Background: an optimization exercise with open tools, aiming at small area, a short achievable clock period and few clock cycles per item. Do not read the settings as production practice. No run shown here included a check of the RTL's function; only the layout flow was run. Power and IR drop assume default switching activity.

File: flow/flow/run.sh
#!/bin/bash
# The standard layout, with timing repair aimed 7 ns below the clock period.
set -euo pipefail
bash standard.sh SETUP_SLACK_MARGIN=7 finish > make.log 2>&1
File: flow/standard.sh
#!/bin/bash
# synth_recipe.tcl (not shown) runs the flow's synth.tcl, then flattens the netlist and writes it again
# the make line also repeats each setting of config.mk as NAME=value (left out here)
make -C /OpenROAD-flow-scripts/flow DESIGN_CONFIG=/design/flow/config.mk WORK_HOME=/design/flow/orfs CLKGATE_MAP_FILE= SYNTH_SCRIPT=/design/flow/synth_recipe.tcl "${@:-finish}"
File: flow/config.mk
export PLATFORM = sky130hd
export DESIGN_NAME = one_shot_timer_queue_top
export DESIGN_NICKNAME = one_shot_timer_queue_top
export VERILOG_FILES = /design/flow/design.v
export SDC_FILE = /design/flow/constraint.sdc
export NUM_CORES = 4
export LEC_CHECK = 0
export CAP_MARGIN = 30
export CORE_MARGIN = 2
export CORE_UTILIZATION = 60
export CTS_CLUSTER_DIAMETER = 80
export CTS_CLUSTER_SIZE = 25
export SLEW_MARGIN = 20
File: flow/constraint.sdc
create_clock -name core_clock -period 10.0 [get_ports {clk}]
set_input_delay 2.0000 -clock core_clock [delete_from_list [all_inputs] [get_ports {clk}]]
set_output_delay 2.0000 -clock core_clock [all_outputs]
set_load 0.01 [all_outputs]
File: flow/design.v
package otq_pkg;
    localparam int NUM_TIMERS = 16;
    localparam int ID_WIDTH   = 16;
    localparam int DLY_WIDTH  = 16;
    localparam logic [1:0] ACT_ADD    = 2'd0;
    localparam logic [1:0] ACT_CANCEL = 2'd1;
    localparam logic [1:0] ACT_TICK   = 2'd2;
    localparam logic [2:0] KIND_ADDED     = 3'd0;
    localparam logic [2:0] KIND_FULL      = 3'd1;
    localparam logic [2:0] KIND_CANCELLED = 3'd2;
    localparam logic [2:0] KIND_NOTFOUND  = 3'd3;
    localparam logic [2:0] KIND_EXPIRED   = 3'd4;
endpackage
module one_shot_timer_queue_top (
    input  logic          clk,
    input  logic          rst_n,
    input  logic          start,
    output logic          busy,
    input  logic [33:0]   req,
    output logic          result_valid,
    output logic [19:0]   rsp
);
    localparam int N = otq_pkg::NUM_TIMERS;
    logic        add_reg, cancel_reg, tick_reg;
    logic [15:0] rdm2_reg;          
    logic        rdn_reg;           
    logic [15:0] key_reg;
    logic        busy_reg;
    logic        drn_reg;           
    logic [15:0] now_reg;           
    logic [15:0] nid_reg;           
    logic        res_reg;
    logic [19:0] rsp_reg;
    logic [N-1:0] pend_reg;         
    logic         bv_reg;           
    logic [N-1:0] bsel_reg;         
    logic [16:0]  bkey_reg;         
    logic [N-1:0] valid_reg;
    logic [N-1:0] dn_reg;           
    logic [15:0]  ex2_reg [N];      
    logic [15:0]  id_reg  [N];
    assign busy         = busy_reg;
    assign result_valid = res_reg;
    assign rsp          = rsp_reg;
    logic hold, do_add, do_cancel, do_tick, do_exp;
    assign hold      = drn_reg & (add_reg | cancel_reg | tick_reg);
    assign do_add    = add_reg & ~drn_reg;
    assign do_cancel = cancel_reg & ~drn_reg;
    assign do_tick   = tick_reg & ~drn_reg;
    assign do_exp    = do_tick | drn_reg;
    logic [N-1:0] free, fs;
    logic         full;
    assign free = ~valid_reg;
    assign full = ~|free;
    logic [N-1:0] id_eq, cm, cs;
    logic         found;
    assign cm    = valid_reg & id_eq;
    assign found = |cm;
    logic [N-1:0] cand, js;
    logic [N-1:0] z;
    assign cand = drn_reg ? pend_reg : dn_reg;
    always_comb
    begin
        for (int i = 0; i < N; i++)
        begin
            fs[i] = free[i];
            cs[i] = cm[i];
            js[i] = cand[i];
            for (int k = 0; k < i; k++)
            begin
                if (free[k]) fs[i] = 1'b0;
                if (cm[k])   cs[i] = 1'b0;
                if (cand[k]) js[i] = 1'b0;
            end
            z[i] = dn_reg[i] & (ex2_reg[i][0] == now_reg[0]);
        end
    end
    logic [16:0] jkey;
    always_comb
    begin
        jkey = '0;
        for (int i = 0; i < N; i++)
            jkey = jkey | ({17{js[i]}} & {~z[i], id_reg[i]});
    end
    logic         jbetter, round_end, any_due, more, tick_end;
    logic [N-1:0] wsel, rest;
    logic [16:0]  wkey;
    assign jbetter   = ~bv_reg | (jkey < bkey_reg);
    assign wsel      = jbetter ? js : bsel_reg;
    assign wkey      = jbetter ? jkey : bkey_reg;
    assign rest      = cand & ~js;
    assign round_end = ~|rest;
    assign any_due   = |dn_reg;
    always_comb
    begin
        logic seen;
        seen = 1'b0;
        more = 1'b0;
        for (int i = 0; i < N; i++)
        begin
            if (dn_reg[i] && seen) more = 1'b1;
            if (dn_reg[i])         seen = 1'b1;
        end
    end
    logic issue;
    assign issue    = do_exp & any_due & round_end;
    assign tick_end = do_exp & (~any_due | (round_end & ~more));
    logic [15:0] new_exp;
    assign new_exp = now_reg + rdm2_reg;
    logic [N-1:0] wr;              
    logic [N-1:0] clr;             
    assign wr  = do_add ? fs : '0;
    assign clr = (do_cancel ? cs : '0) | (issue ? wsel : '0);
    logic        nid_inc;
    logic [15:0] nid_next;
    assign nid_inc  = do_add & ~full;
    assign nid_next = nid_inc ? nid_reg + 16'd1 : nid_reg;
    for (genvar i = 0; i < N; i++)
    begin : g_slot
        assign id_eq[i] = (key_reg == id_reg[i]);
        always_ff @(posedge clk or negedge rst_n)
        begin
            if (!rst_n)
                dn_reg[i] <= 1'b0;
            else if (wr[i])
                dn_reg[i] <= rdn_reg;
            else if (clr[i])
                dn_reg[i] <= 1'b0;
            else if (tick_end)
                dn_reg[i] <= valid_reg[i] & (ex2_reg[i] == now_reg);
        end
        always_ff @(posedge clk or negedge rst_n)
        begin
            if (!rst_n)
                valid_reg[i] <= 1'b0;
            else if (wr[i])
                valid_reg[i] <= 1'b1;
            else if (clr[i])
                valid_reg[i] <= 1'b0;
        end
        always_ff @(posedge clk)
        begin
            if (wr[i])
            begin
                ex2_reg[i] <= new_exp;
                id_reg[i]  <= nid_reg;
            end
        end
    end
    always_ff @(posedge clk)
    begin
        if (do_exp)
        begin
            pend_reg <= round_end ? (dn_reg & ~wsel) : rest;
            bv_reg   <= ~round_end;
            bsel_reg <= wsel;
            bkey_reg <= wkey;
        end
    end
    logic drn_next;
    assign drn_next = do_exp & ~tick_end;
    always_ff @(posedge clk or negedge rst_n)
    begin
        if (!rst_n)
        begin
            add_reg    <= 1'b0;
            cancel_reg <= 1'b0;
            tick_reg   <= 1'b0;
            busy_reg   <= 1'b0;
            drn_reg    <= 1'b0;
            now_reg    <= 16'd0;
            nid_reg    <= 16'd0;
            res_reg    <= 1'b0;
        end
        else
        begin
            if (!hold)
            begin
                add_reg    <= start & (req[33:32] == otq_pkg::ACT_ADD);
                cancel_reg <= start & (req[33:32] == otq_pkg::ACT_CANCEL);
                tick_reg   <= start & (req[33:32] == otq_pkg::ACT_TICK);
            end
            busy_reg <= drn_next & (hold | (start & (req[33:32] != 2'd3)));
            drn_reg  <= drn_next;
            if (tick_end)
                now_reg <= now_reg + 16'd1;
            nid_reg  <= nid_next;
            res_reg  <= do_add | do_cancel | issue;
        end
    end
    always_ff @(posedge clk)
    begin
        if (!hold)
        begin
            rdm2_reg <= req[31:16] - 16'd2;
            rdn_reg  <= (req[31:17] == 15'd0);
            key_reg  <= (req[33:32] == otq_pkg::ACT_ADD) ? nid_next : req[15:0];
        end
    end
    always_ff @(posedge clk)
    begin
        if (do_exp)
            rsp_reg <= {otq_pkg::KIND_EXPIRED, wkey[15:0], ~more};
        else if (add_reg)
            rsp_reg <= full ? {otq_pkg::KIND_FULL, 16'd0, 1'b1}
                            : {otq_pkg::KIND_ADDED, key_reg, 1'b1};
        else
            rsp_reg <= {found ? otq_pkg::KIND_CANCELLED : otq_pkg::KIND_NOTFOUND,
                        key_reg, 1'b1};
    end
endmodule
==> flow_metrics.env, run 1 <==
export IMPL_reg2reg_slack_ps=4620
export IMPL_synth_cell_type_count=73
export IMPL_path_clk_slew_ps=100
export IMPL_ys_top_cells_by_area="edfxtp_1 55%, xnor2_1 9.8%, xor2_1 5.4%"
export IMPL_end_kind="flop"
export IMPL_drtAntennaViolNets=0
export IMPL_synthCells=2493
export IMPL_fin_tns_setup_ps=0
export IMPL_syn_area_per_cell_um2=13.0
export IMPL_cp_slowest_cell="dfrtp_4"
export IMPL_cp_data_arrival_time_ps=5860
export IMPL_hp_class="flop to flop"
export IMPL_drt_total_wl_um=101000
export IMPL_grt_pass1_wl_um=146000
export IMPL_worst_pin_slew_ps=1110
export IMPL_io_pins=59
export IMPL_cts_tree="done"
export IMPL_cpPeakStageDelay_ps=530
export IMPL_top_usage_layer="met2"
export IMPL_grt_pass1_vias=22000
export IMPL_r2r_end="dn_reg[13]"
export IMPL_ys_ff_latch=685
export IMPL_pre_cts_slack_ps=3330
export IMPL_viasPerCell=6.63
export IMPL_worstSetupStartpointType="flop"
export IMPL_fmax_mhz=186
export IMPL_placed_area_um2=34500
export IMPL_met1_usage_pct=53.2
export IMPL_crit_chain="buf_12 -> or3b_4 -> a222oi_1 -> buf_4 -> buf_6 -> buf_6 -> and3_4 -> buf_6 -> a222oi_1 -> and4_4 -> nand3_4 -> ha_2 -> a21o_1 -> a21o_1 -> a21oi_2 -> nor2_1 -> or4b_4 -> o21a_4 -> buf_12 -> buf_16 -> buf_12 -> mux2i_4 -> o32a_1 -> a22o_1"
export IMPL_coreArea_um2=53700
export IMPL_r2r_cells=24
export IMPL_use_met2_pct=54.8
export IMPL_cts_buffers_inserted=37
export IMPL_synth_most_common_cell="edfxtp_1"
export IMPL_hold_path_depth=2
export IMPL_fin_ws_ps=4620
export IMPL_synth_area_um2=32500
export IMPL_antenna_found_initial=2
export IMPL_hold_viol_final=0
export IMPL_postLayoutCellArea_um2=39000
export IMPL_htreeDepth=2
export IMPL_synth_top_cell_area_share_pct=54.9
export IMPL_synth_top_area_cell="edfxtp_1"
export IMPL_grt_max_degree=70
export IMPL_final_setup_skew_ps=37.9
export IMPL_vias=22800
export IMPL_gp_congestion=0.920
export IMPL_leakagePower_nw=13.4
export IMPL_dr_pass1_iters=9
export IMPL_rsz0062_at_grt="yes"
export IMPL_setup_viol_count_final=0
export IMPL_first_iter_violations=3545
export IMPL_die_y_um=237
export IMPL_synth_edf_count=595
export IMPL_drv_cap=0
export IMPL_final_core_util_pct=72.6
export IMPL_rows=85
export IMPL_track_usage_pct=35.7
export IMPL_root_buffer="clkbuf_16"
export IMPL_seq_area_frac_synth_pct=61.6
export IMPL_max_slew_margin_pct=26.1
export IMPL_place_port_buffers=58
export IMPL_grt_overflow_total=0
export IMPL_dp_hpwl_um=62300
export IMPL_vdd_drop_max_uv=184
export IMPL_yosysWarnings=3
export IMPL_cp_required_ps=10480
export IMPL_netlist_top_cells_count="595 x edfxtp_1, 365 x xnor2_1, 201 x xor2_1"
export IMPL_dieWidth_um=237
export IMPL_path_max_fanout=8
export IMPL_hp_start="bsel_reg[9]"
export IMPL_insertion_delay_ps=610
export IMPL_r2r_start="drn_reg"
export IMPL_synthFlopType="edfxtp_1"
export IMPL_cts_hold_buf=0
export IMPL_nets=2792
export IMPL_dieArea_um2=56100
export IMPL_whs_endpoint="bsel_reg[9]"
export IMPL_p_per_area_nw_per_um2=171
export IMPL_layout_drive_gt1_share_pct=21.9
export IMPL_period_minus_slack_ps=5380
export IMPL_clk_path_buf_depth=3
export IMPL_period_share_pct=53.8
export IMPL_route_detailed_drc=0
export IMPL_async_reset_ff_share_pct=10.2
export IMPL_timing_hold_ws_ps=603
export IMPL_antenna_cells=0
export IMPL_critPathKind="flop to flop"
export IMPL_synth_nets=2565
export IMPL_slew_viol_final=0
export IMPL_initial_core_util_pct=60.5
export IMPL_status="timing/DRC/antenna clean"
export IMPL_met3_usage_pct=5.71
export IMPL_numClockSinks=685
export IMPL_avgRoutedWirePerCell_um=29.4
export IMPL_area_delta_synth_final_pct=19.8
[worst max-delay path: cells and delay by family (launching register included)]
family | cells | cell delay [ps]
DFF | 1 | 530
AOI/OAI and AO/OA | 8 | 1650
adders and majority gates | 1 | 210
muxes | 1 | 180
and+or+nand+nor | 6 | 1520
buffers and inverters | 8 | 1150
[routing by layer]
layer	wire [µm]	vias up	share of wire, %
met5	0	-	0
met4	3300	0	3.3
met3	10900	211	11
met2	45900	1473	45
met1	41100	11500	41
li1	-	9691	-
[worst max-delay path by stage]
| stage | from | to | slack [ps] | depth (start not counted) |
|---|---|---|---|---|
| floorplan | drn_reg | pend_reg[8] | 5190 | 22 |
| global placement | drn_reg | dn_reg[2] | 3480 | 20 |
| detailed placement | drn_reg | dn_reg[2] | 3330 | 20 |
| finish | drn_reg | dn_reg[13] | 4620 | 24 |
| global route | drn_reg | dn_reg[8] | 4580 | 25 |
| CTS | drn_reg | dn_reg[2] | 4890 | 21 |
[timing repair]
item | in CTS | in global routing
cloned | 17 | 3
pin swaps | 69 | 62
buffers inserted | 129 | 33
endpoints found under the setup margin | 550 | 412
resized for setup | 338 | 119
endpoints found under the hold margin | 0 | 0
[placed cells by master (no fill, tap or decap), types with 10 or more instances in the layout]
| master | count |
|---|---|
| nor2_4 | 13 |
| a21oi_1 | 12 |
| nor4_1 | 77 |
| a22oi_1 | 34 |
| buf_16 | 12 |
| inv_1 | 62 |
| nand2b_1 | 11 |
| clkbuf_1 | 14 |
| buf_2 | 16 |
| mux2i_1 | 14 |
| dfxtp_1 | 12 |
| xor2_1 | 199 |
| ha_4 | 11 |
| buf_6 | 67 |
| buf_4 | 148 |
| mux2_2 | 42 |
| buf_12 | 34 |
| nand4_1 | 73 |
| clkbuf_16 | 39 |
| nand3_1 | 64 |
| nand3_2 | 16 |
| o21ai_0 | 34 |
| and4_4 | 10 |
| a222oi_1 | 33 |
| nor2_1 | 87 |
| a221oi_1 | 30 |
| mux2i_4 | 11 |
| ha_1 | 22 |
| xnor2_1 | 359 |
| clkdlybuf4s50_1 | 30 |
| edfxtp_1 | 595 |
| dfrtp_1 | 63 |
| nor3_1 | 28 |
| nand2_1 | 153 |
[power by group]
group          internal (W)  total [W]  switching [W]
sequential          0.00336    0.00350       0.000137
combinational      0.000584    0.00147       0.000884
clock              0.000741    0.00171       0.000972
[cell families (layout without fill, tap and decap cells)]
logic type,after synthesis,after routing,synth area share (%)
XOR/XNOR,566,566,15.2
AO/OA/AOI/OAI,278,278,6.38
multiplexers,78,78,2.59
buffers and inverters,198,448,2.42
AND/OR/NAND/NOR,651,654,10.4
flip-flops,685,685,61.6
adder cells (fa/ha/maj),37,37,1.43
[metrics by stage]
stage	instances	total power [W]
after floorplan	2493	0.00411
after global placement	3186	0.00459
after detailed placement	3193	0.00464
after CTS	3404	0.00656
after global routing	3442	0.00684
final	3442	0.00668
[area by class of cell]
| class | instances | area (µm²) |
|---|---|---|
| Sequential cell | 685 | 20000 |
| Tap cell | 696 | 871 |
| Clock inverter | 14 | 148 |
| Timing Repair Buffer | 318 | 3480 |
| Clock buffer | 51 | 978 |
| Fill cell | 3583 | 14700 |
| Inverter | 65 | 248 |
| Multi-Input combinational cell | 1613 | 13200 |
==> run 2, diff against run 1 <==
--- a/flow/design.v
+++ b/flow/design.v
@@ -31,6 +31,7 @@
     logic [15:0] nid_reg;           
     logic        res_reg;
     logic [19:0] rsp_reg;
+    logic [N-1:0] jsel_reg;         
     logic [N-1:0] pend_reg;         
     logic         bv_reg;           
     logic [N-1:0] bsel_reg;         
@@ -42,6 +43,31 @@
     assign busy         = busy_reg;
     assign result_valid = res_reg;
     assign rsp          = rsp_reg;
+    function automatic logic [N-1:0] lowest(input logic [N-1:0] v);
+        logic seen;
+        seen = 1'b0;
+        for (int i = 0; i < N; i++)
+        begin
+            lowest[i] = v[i] & ~seen;
+            seen      = seen | v[i];
+        end
+    endfunction
+    function automatic logic key_lt(input logic [16:0] a, input logic [16:0] b);
+        logic [4:0] glt, geq;
+        logic [19:0] aa, bb;
+        logic lt, eq;
+        aa = {3'b000, a};
+        bb = {3'b000, b};
+        for (int g = 0; g < 5; g++)
+        begin
+            glt[g] = aa[4*g +: 4] < bb[4*g +: 4];
+            geq[g] = aa[4*g +: 4] == bb[4*g +: 4];
+        end
+        lt = glt[0];
+        for (int g = 1; g < 5; g++)
+            lt = glt[g] | (geq[g] & lt);
+        key_lt = lt;
+    endfunction
     logic hold, do_add, do_cancel, do_tick, do_exp;
     assign hold      = drn_reg & (add_reg | cancel_reg | tick_reg);
     assign do_add    = add_reg & ~drn_reg;
@@ -52,44 +78,27 @@
     logic         full;
     assign free = ~valid_reg;
     assign full = ~|free;
+    assign fs   = lowest(free);
     logic [N-1:0] id_eq, cm, cs;
     logic         found;
     assign cm    = valid_reg & id_eq;
     assign found = |cm;
-    logic [N-1:0] cand, js;
-    logic [N-1:0] z;
-    assign cand = drn_reg ? pend_reg : dn_reg;
-    always_comb
-    begin
-        for (int i = 0; i < N; i++)
-        begin
-            fs[i] = free[i];
-            cs[i] = cm[i];
-            js[i] = cand[i];
-            for (int k = 0; k < i; k++)
-            begin
-                if (free[k]) fs[i] = 1'b0;
-                if (cm[k])   cs[i] = 1'b0;
-                if (cand[k]) js[i] = 1'b0;
-            end
-            z[i] = dn_reg[i] & (ex2_reg[i][0] == now_reg[0]);
-        end
-    end
+    assign cs    = lowest(cm);
     logic [16:0] jkey;
     always_comb
     begin
         jkey = '0;
         for (int i = 0; i < N; i++)
-            jkey = jkey | ({17{js[i]}} & {~z[i], id_reg[i]});
-    end
-    logic         jbetter, round_end, any_due, more, tick_end;
-    logic [N-1:0] wsel, rest;
+            jkey = jkey | ({17{jsel_reg[i]}} &
+                           {ex2_reg[i][0] != now_reg[0], id_reg[i]});
+    end
+    logic         jbetter, round_end, any_due, more, tick_end, issue;
+    logic [N-1:0] wsel;
     logic [16:0]  wkey;
-    assign jbetter   = ~bv_reg | (jkey < bkey_reg);
-    assign wsel      = jbetter ? js : bsel_reg;
+    assign jbetter   = ~bv_reg | key_lt(jkey, bkey_reg);
+    assign wsel      = jbetter ? jsel_reg : bsel_reg;
     assign wkey      = jbetter ? jkey : bkey_reg;
-    assign rest      = cand & ~js;
-    assign round_end = ~|rest;
+    assign round_end = ~|pend_reg;
     assign any_due   = |dn_reg;
     always_comb
     begin
@@ -102,9 +111,8 @@
             if (dn_reg[i])         seen = 1'b1;
         end
     end
-    logic issue;
     assign issue    = do_exp & any_due & round_end;
-    assign tick_end = do_exp & (~any_due | (round_end & ~more));
+    assign tick_end = do_exp & ~(any_due & more);
     logic [15:0] new_exp;
     assign new_exp = now_reg + rdm2_reg;
     logic [N-1:0] wr;              
@@ -115,9 +123,11 @@
     logic [15:0] nid_next;
     assign nid_inc  = do_add & ~full;
     assign nid_next = nid_inc ? nid_reg + 16'd1 : nid_reg;
+    logic [N-1:0] ex_eq;
     for (genvar i = 0; i < N; i++)
     begin : g_slot
         assign id_eq[i] = (key_reg == id_reg[i]);
+        assign ex_eq[i] = (ex2_reg[i] == now_reg);
         always_ff @(posedge clk or negedge rst_n)
         begin
             if (!rst_n)
@@ -127,7 +137,7 @@
             else if (clr[i])
                 dn_reg[i] <= 1'b0;
             else if (tick_end)
-                dn_reg[i] <= valid_reg[i] & (ex2_reg[i] == now_reg);
+                dn_reg[i] <= valid_reg[i] & ex_eq[i];
         end
         always_ff @(posedge clk or negedge rst_n)
         begin
@@ -147,15 +157,40 @@
             end
         end
     end
+    logic [N-1:0] l1, l2, nset, nj, pj;
+    assign l1 = lowest(dn_reg);
+    assign l2 = lowest(dn_reg & ~l1);
+    assign pj = lowest(pend_reg);
+    always_comb
+    begin
+        if (do_exp && !round_end)
+        begin
+            nset = pend_reg;
+            nj   = pj;
+        end
+        else if (do_exp && !tick_end)
+        begin
+            nset = dn_reg & ~wsel;
+            nj   = |(wsel & l1) ? l2 : l1;
+        end
+        else if (tick_end)
+        begin
+            nset = valid_reg & ex_eq;
+            nj   = lowest(nset);
+        end
+        else
+        begin
+            nset = (dn_reg & ~clr) | (wr & {N{rdn_reg}});
+            nj   = lowest(nset);
+        end
+    end
     always_ff @(posedge clk)
     begin
-        if (do_exp)
-        begin
-            pend_reg <= round_end ? (dn_reg & ~wsel) : rest;
-            bv_reg   <= ~round_end;
-            bsel_reg <= wsel;
-            bkey_reg <= wkey;
-        end
+        jsel_reg <= nj;
+        pend_reg <= nset & ~nj;
+        bv_reg   <= do_exp & ~round_end;
+        bsel_reg <= wsel;
+        bkey_reg <= wkey;
     end
     logic drn_next;
     assign drn_next = do_exp & ~tick_end;
==> flow_metrics.env, run 2 <==
export IMPL_slew_viol_final=0
export IMPL_grt_max_degree=47
export IMPL_cts_hold_buf=0
export IMPL_cp_required_ps=10510
export IMPL_rows=88
export IMPL_root_buffer="clkbuf_16"
export IMPL_ys_ff_latch=701
export IMPL_drv_cap=0
export IMPL_ys_top_cells_by_area="edfxtp_1 47%, xor2_1 7.2%, xnor2_1 7.1%"
export IMPL_end_kind="flop"
export IMPL_synth_most_common_cell="edfxtp_1"
export IMPL_intPower_w=0.00504
export IMPL_synth_top_cell_area_share_pct=47.0
export IMPL_rsz0062_at_grt="yes"
export IMPL_coreArea_um2=57600
export IMPL_switchingPower_w=0.00246
export IMPL_synth_area_um2=34900
export IMPL_cp_top_family="compound AO/OA/AOI/OAI gates"
export IMPL_first_iter_violations=4661
export IMPL_cts_tree="done"
export IMPL_drtAntennaViolNets=0
export IMPL_nets=3268
export IMPL_dieWidth_um=245
export IMPL_p_per_area_nw_per_um2=176
export IMPL_cp_data_arrival_time_ps=5360
export IMPL_dr_pass1_iters=7
export IMPL_crit_chain="buf_12 -> a22o_1 -> a221oi_4 -> nand4_1 -> ha_1 -> o21ai_2 -> a21oi_2 -> o32ai_4 -> buf_4 -> or2_4 -> o2111ai_4 -> nand3_4 -> a221o_1 -> nor3_4 -> buf_12 -> buf_12 -> mux2_4 -> a31oi_4 -> o21ai_2 -> a32o_1"
export IMPL_p_clk_share_pct=26.2
export IMPL_final_setup_skew_ps=47.1
export IMPL_vias=28800
export IMPL_drt_total_wl_um=143000
export IMPL_fmax_mhz=206
export IMPL_initial_core_util_pct=60.5
export IMPL_vdd_drop_max_uv=160
export IMPL_seq_area_frac_synth_pct=56.9
export IMPL_htreeDepth=2
export IMPL_cpPeakStageDelay_ps=440
export IMPL_area_delta_synth_final_pct=22.3
export IMPL_r2r_start="jsel_reg[10]"
export IMPL_grt_pass1_vias=27300
export IMPL_hp_class="flop to flop"
export IMPL_dieArea_um2=60100
export IMPL_hold_path_depth=2
export IMPL_grt_overflow_total=0
export IMPL_pwr_share_seq_pct=47.3
export IMPL_synth_top_area_cell="edfxtp_1"
export IMPL_leakagePower_nw=15.2
export IMPL_hold_viol_final=0
export IMPL_clk_path_buf_depth=3
export IMPL_setup_viol_count_final=0
export IMPL_die_y_um=245
export IMPL_synth_nets=3024
export IMPL_antenna_found_initial=9
export IMPL_cp_slowest_cell="ha_1"
export IMPL_synth_cell_type_count=99
export IMPL_grt_pass1_wl_um=195000
export IMPL_netlist_top_cells_count="546 x edfxtp_1, 285 x xor2_1, 282 x xnor2_1"
export IMPL_track_usage_pct=45.9
export IMPL_worstSetupStartpointType="flop"
export IMPL_path_buf_inv=4
export IMPL_period_share_pct=48.5
export IMPL_critPathKind="flop to flop"
export IMPL_layout_drive_gt1_share_pct=24.5
export IMPL_yosysWarnings=3
export IMPL_numClockSinks=701
export IMPL_layout_common_cells="546 x edfxtp_1, 279 x xor2_1, 273 x xnor2_1, 245 x nand2_1, 189 x buf_4"
export IMPL_synthFlopType="edfxtp_1"
export IMPL_hp_start="bkey_reg[13]"
export IMPL_fin_tns_setup_ps=0
export IMPL_whs_endpoint="bkey_reg[13]"
export IMPL_avgRoutedWirePerCell_um=35.7
export IMPL_switching_share_pct=32.8
export IMPL_status="timing/DRC/antenna clean"
export IMPL_place_port_buffers=58
export IMPL_insertion_delay_ps=650
export IMPL_viasPerCell=7.21
export IMPL_cts_buffers_inserted=41
export IMPL_path_max_fanout=20
export IMPL_cp_common_cell="buf_12"
export IMPL_gp_congestion=1.07
export IMPL_dp_hpwl_um=90500
export IMPL_max_slew_margin_pct=26.2
export IMPL_reg2reg_slack_ps=5150
export IMPL_cp_startpoint="jsel_reg[10]"
export IMPL_p_comb_share_pct=26.4
export IMPL_path_clk_slew_ps=100
export IMPL_r2r_end="jsel_reg[12]"
export IMPL_synth_edf_count=546
export IMPL_period_minus_slack_ps=4850
export IMPL_r2r_cells=20
export IMPL_async_reset_ff_share_pct=9.99
export IMPL_io_pins=59
export IMPL_synthCells=2952
export IMPL_route_detailed_drc=0
export IMPL_worst_pin_slew_ps=1100
export IMPL_p_total_w=0.00750
export IMPL_final_common_cell="edfxtp_1"
export IMPL_syn_area_per_cell_um2=11.8
export IMPL_postLayoutCellArea_um2=42700
export IMPL_placed_area_um2=37000
==> run 2: changes by cell type in the layout (fill, tap and decap cells not counted), moves of 49 or more <==
cell | before | now
a22o_1 | 5 | 57
dfxtp_1 | 12 | 72
edfxtp_1 | 595 | 546
nand2_1 | 153 | 245
xnor2_1 | 359 | 273
xor2_1 | 199 | 279
==> run 2: kinds of logic after synthesis <==
family / count (synthesis) / synth area share [%]
adders and majority gates: 37 / 1.33
muxes: 12 / 0.359
other: 1 / 0.0108
xor gates and xnor gates: 567 / 14.2
and+or+nand+nor: 914 / 14.0
DFF: 701 / 56.9
AOI/OAI and AO/OA: 478 / 10.1
buffers and inverters: 242 / 3.03
==> run 2: how the worst max path moves through the flow <==
stage,end,slack (ps),cells past startpoint
floorplan,jsel_reg[8],5900,19
global placement,pend_reg[14],3860,19
detailed placement,pend_reg[14],3740,18
CTS,jsel_reg[8],5410,21
global route,pend_reg[3],5090,21
finish,jsel_reg[12],5150,20
==> run 2: tightest hold or removal path: stages (launching register included) <==
cell and delay (ps):
dfxtp_1 320, inv_1 80, a21oi_1 80
==> run 2: power groups by stage <==
stage	Sequential, W	Clock [W]	Combinational, W
after floorplan	0.00353	0	0.000813
after global placement	0.00362	0	0.00120
after detailed placement	0.00362	0	0.00125
after CTS	0.00355	0.00193	0.00165
after global routing	0.00356	0.00204	0.00202
final	0.00355	0.00197	0.00198
==> run 2: layer usage <==
metal / share of wire, % / global-route usage [%]
met1: 34 / 60.2
met2: 42 / 66.0
met3: 17 / 19.0
met4: 6.7 / 22.2
met5: 0.057 / 0
==> run 2: timing repair <==
item,CTS,global route
cloned,12,3
gates resized for setup,458,192
buffers inserted,140,54
setup endpoints to repair,458,409
pin swaps,125,107
==> run 2: area by class of cell <==
type / instances / area (µm²)
sequential: 701 / 19900
multi-input combinational: 2012 / 16400
fill: 3621 / 14900
timing repair buffer: 361 / 3630
clock buffer: 55 / 1110
tap: 765 / 957
inverter: 79 / 338
clock inverter: 20 / 280
antenna: 6 / 15.0
==> run 2: stage by stage <==
stage               cells  util [%]  setup WS, ps  hold slack (ps)
floorplan            2952         -          5900              449
global placement     3699      64.1          3860              476
detailed placement   3706      64.3          3740              479
CTS                  3933      71.6          5410              500
global route         3994      74.0          5090              517
finish               3999      74.1          5150              517
==> run 3, diff against run 2 <==
--- a/flow/design.v
+++ b/flow/design.v
@@ -157,37 +157,49 @@
             end
         end
     end
-    logic [N-1:0] l1, l2, nset, nj, pj;
+    logic [N-1:0] l1, l2, pj, oset, oj;
+    logic [N-1:0] nset1, nj1, nset0, nj0, nj, pend_next;
     assign l1 = lowest(dn_reg);
     assign l2 = lowest(dn_reg & ~l1);
     assign pj = lowest(pend_reg);
     always_comb
     begin
+        if (tick_end)
+            oset = valid_reg & ex_eq;       
+        else
+            oset = (dn_reg & ~(do_cancel ? cs : '0)) | (wr & {N{rdn_reg}});
+        oj = lowest(oset);
+    end
+    always_comb
+    begin
         if (do_exp && !round_end)
         begin
-            nset = pend_reg;
-            nj   = pj;
+            nset1 = pend_reg;
+            nj1   = pj;
+            nset0 = pend_reg;
+            nj0   = pj;
         end
         else if (do_exp && !tick_end)
         begin
-            nset = dn_reg & ~wsel;
-            nj   = |(wsel & l1) ? l2 : l1;
-        end
-        else if (tick_end)
-        begin
-            nset = valid_reg & ex_eq;
-            nj   = lowest(nset);
-        end
-        else
-        begin
-            nset = (dn_reg & ~clr) | (wr & {N{rdn_reg}});
-            nj   = lowest(nset);
-        end
-    end
+            nset1 = dn_reg & ~jsel_reg;
+            nj1   = |(jsel_reg & l1) ? l2 : l1;
+            nset0 = dn_reg & ~bsel_reg;
+            nj0   = |(bsel_reg & l1) ? l2 : l1;
+        end
+        else
+        begin
+            nset1 = oset;
+            nj1   = oj;
+            nset0 = oset;
+            nj0   = oj;
+        end
+    end
+    assign nj        = jbetter ? nj1 : nj0;
+    assign pend_next = jbetter ? (nset1 & ~nj1) : (nset0 & ~nj0);
     always_ff @(posedge clk)
     begin
         jsel_reg <= nj;
-        pend_reg <= nset & ~nj;
+        pend_reg <= pend_next;
         bv_reg   <= do_exp & ~round_end;
         bsel_reg <= wsel;
         bkey_reg <= wkey;
==> flow_metrics.env, run 3 <==
export IMPL_cts_buffers_inserted=40
export IMPL_synth_top_area_cell="edfxtp_1"
export IMPL_fin_ws_ps=5800
export IMPL_period_share_pct=42.0
export IMPL_max_slew_margin_pct=28.3
export IMPL_regArea_um2=19900
export IMPL_drv_cap=0
export IMPL_antenna_found_initial=4
export IMPL_initial_core_util_pct=60.7
export IMPL_synth_top_cell_area_share_pct=46.9
export IMPL_seq_area_frac_synth_pct=56.8
export IMPL_synth_cell_type_count=96
export IMPL_reg2reg_slack_ps=5800
export IMPL_cpPeakStageDelay_ps=500
export IMPL_layout_common_cells="546 x edfxtp_1, 357 x xnor2_1, 211 x buf_4, 206 x nand2_1, 194 x xor2_1"
export IMPL_path_buf_inv=3
export IMPL_worst_pin_slew_ps=1080
export IMPL_fmax_mhz=238
export IMPL_end_kind="flop"
export IMPL_place_port_buffers=58
export IMPL_route_detailed_drc=0
export IMPL_final_common_cell="edfxtp_1"
export IMPL_drtAntennaViolNets=0
export IMPL_root_buffer="clkbuf_16"
export IMPL_cp_slowest_cell="or4b_4"
export IMPL_met1_usage_pct=62.1
export IMPL_top_usage_layer="met2"
export IMPL_critPathKind="flop to flop"
export IMPL_gp_congestion=0.983
export IMPL_postLayoutCellArea_um2=42700
export IMPL_synth_edf_count=546
export IMPL_insertion_delay_ps=660
export IMPL_worstSetupStartpointType="flop"
export IMPL_avgRoutedWirePerCell_um=35.5
export IMPL_die_y_um=245
export IMPL_grt_overflow_total=0
export IMPL_slew_viol_final=0
export IMPL_synth_area_um2=34900
export IMPL_final_setup_skew_ps=63.5
export IMPL_period_minus_slack_ps=4200
export IMPL_cp_data_arrival_time_ps=4750
export IMPL_synthFlopType="edfxtp_1"
export IMPL_dp_hpwl_um=89100
export IMPL_layout_drive_gt1_share_pct=24.0
export IMPL_use_met2_pct=65.0
export IMPL_rows=88
export IMPL_dp_cells=3730
export IMPL_crit_chain="buf_8 -> a22o_1 -> a221oi_2 -> nand4_1 -> ha_1 -> and4b_1 -> nand3_2 -> or4b_4 -> o221ai_2 -> o21ai_2 -> and3_4 -> buf_16 -> mux2_2 -> a221o_1 -> inv_1 -> a22o_1 -> o31a_1"
export IMPL_track_usage_pct=45.0
export IMPL_synth_nets=3040
export IMPL_setup_viol_count_final=0
export IMPL_path_max_fanout=19
export IMPL_crit_cells=17
export IMPL_io_pins=59
export IMPL_vias=29300
export IMPL_area_delta_synth_final_pct=22.2
export IMPL_pre_cts_slack_ps=4850
export IMPL_netlist_top_cells_count="546 x edfxtp_1, 369 x xnor2_1, 225 x nand2_1"
export IMPL_grt_max_degree=58
export IMPL_path_clk_slew_ps=100
export IMPL_htreeDepth=2
export IMPL_coreArea_um2=57600
export IMPL_vdd_drop_max_uv=320
export IMPL_numClockSinks=701
export IMPL_leakagePower_nw=14.9
export IMPL_fin_tns_setup_ps=0
export IMPL_cts_tree="done"
export IMPL_synthCells=2968
export IMPL_dieArea_um2=60200
export IMPL_ys_ff_latch=701
export IMPL_synth_most_common_cell="edfxtp_1"
export IMPL_r2r_cells=17
export IMPL_first_iter_violations=4739
export IMPL_viasPerCell=7.25
export IMPL_grt_pass1_vias=27000
export IMPL_met3_usage_pct=14.6
export IMPL_rsz0062_at_grt="yes"
export IMPL_nets=3316
export IMPL_clk_path_buf_depth=3
export IMPL_cp_required_ps=10540
export IMPL_cp_top_family="simple AND/OR/NAND/NOR gates"
export IMPL_drt_total_wl_um=143000
export IMPL_layoutNonFillerInstCount=4044
export IMPL_yosysWarnings=3
export IMPL_grt_pass1_wl_um=193000
export IMPL_syn_area_per_cell_um2=11.8
export IMPL_multi_input_area_um2=16100
export IMPL_hold_path_depth=2
export IMPL_p_per_area_nw_per_um2=363
export IMPL_dr_pass1_iters=9
export IMPL_ys_top_cells_by_area="edfxtp_1 47%, xnor2_1 9.2%, dfrtp_1 5.0%"
export IMPL_cp_common_cell="a22o_1"
export IMPL_final_core_util_pct=74.1
export IMPL_hp_class="flop to flop"
export IMPL_dieWidth_um=245
export IMPL_async_reset_ff_share_pct=9.99
export IMPL_placed_area_um2=37100
export IMPL_status="timing/DRC/antenna clean"
export IMPL_hold_viol_final=0
export IMPL_fillers=3565
## run 3: cell count changes in the layout (fill, tap and decap cells not counted), sizes merged, moves of 22 or more
| cell | delta |
|---|---|
| buf | +33 |
| nand2 | -26 |
| nand3 | +22 |
| o21ai | +37 |
| xnor2 | +93 |
| xor2 | -85 |
## run 3: worst min-delay path, stage by stage, from the launching register on
cell and delay, ps:
dfxtp_1 310, inv_1 80, a21oi_2 70
## run 3: kinds of logic after synthesis
kind of cell	count (synthesis)	synth area share (%)
AOI/OAI and AO/OA	526	10.7
xor gates and xnor gates	575	14.5
adders and majority gates	36	1.30
buffers and inverters	248	2.91
DFF	701	56.8
muxes	23	0.705
other	1	0.0107
and+or+nand+nor	858	13.0
## run 3: worst paths after layout
kind,end,startpoint
setup / recovery,dn_reg[7],jsel_reg[6]
hold / removal,bkey_reg[15],bkey_reg[15]
setup reg to reg,dn_reg[7],jsel_reg[6]
hold reg to reg,bkey_reg[15],bkey_reg[15]
max in group asynchronous,valid_reg[9],rst_n
min in group asynchronous,nid_reg[10],rst_n
## run 3: through the flow
stage	hold slack, ps	power, W
CTS	494	0.0139
floorplan	449	0.00799
detailed placement	473	0.00954
finish	507	0.0155
global route	522	0.0157
global placement	479	0.00943
## run 3: final cells by class
| class | count | area share (%) |
|---|---|---|
| repair buffers | 396 | 9.46 |
| clock inverters | 20 | 0.495 |
| clock buffers | 53 | 2.46 |
| diodes | 4 | 0.0235 |
| flip-flops and latches | 701 | 46.7 |
| inverters | 82 | 0.809 |
| repair inverters | 2 | 0.141 |
| well taps | 765 | 2.24 |
| multi-input cells | 2021 | 37.7 |
## run 3: report_power, final
group / internal [W] / switching (W)
logic: 0.00403 / 0.00546
clock network: 0.000802 / 0.00107
registers: 0.00373 / 0.000393
## run 3: per-layer routing
metal | part of all wire [%] | wire (µm)
met1 | 34 | 49200
met4 | 7.3 | 10500
met2 | 42 | 59800
met5 | 0 | 0
met3 | 17 | 23900
## run 3: repair_timing
item	4_1_cts	5_1_grt
gates cloned	12	6
pin swaps	81	68
resized for setup	401	204
hold buffers	0	0
setup endpoints to repair	382	375
setup buffers	161	54

[what the ideal ports hide]
Ports are ideal in the flow. The routed layouts listed here were re-timed in OpenROAD. Step 1 assumes that a clkbuf_16 drives the clock port and a buf_2 every other input. Step 2 moves the port delays by t, midway between the first and last clock arrival at a register: inputs arrive t later, outputs are due t later. That takes back most of the time a late clock gives input paths. Slacks: ideal ports / drivers / drivers and shift; pairs: ideal ports / drivers.
run	t, ns	setup WS [ns]	clock arrival spread, ns	worst register clock-pin slew, ns	cell pins on the clock port's net
run 1	0.658	4.620 / 4.620 / 4.620	0.037 / 0.038	0.11 / 0.11	1
run 2	0.687	5.148 / 5.148 / 5.148	0.048 / 0.048	0.11 / 0.11	1
run 3	0.697	5.797 / 5.797 / 5.797	0.066 / 0.066	0.11 / 0.11	1
After both steps setup and hold are still met in every run listed.
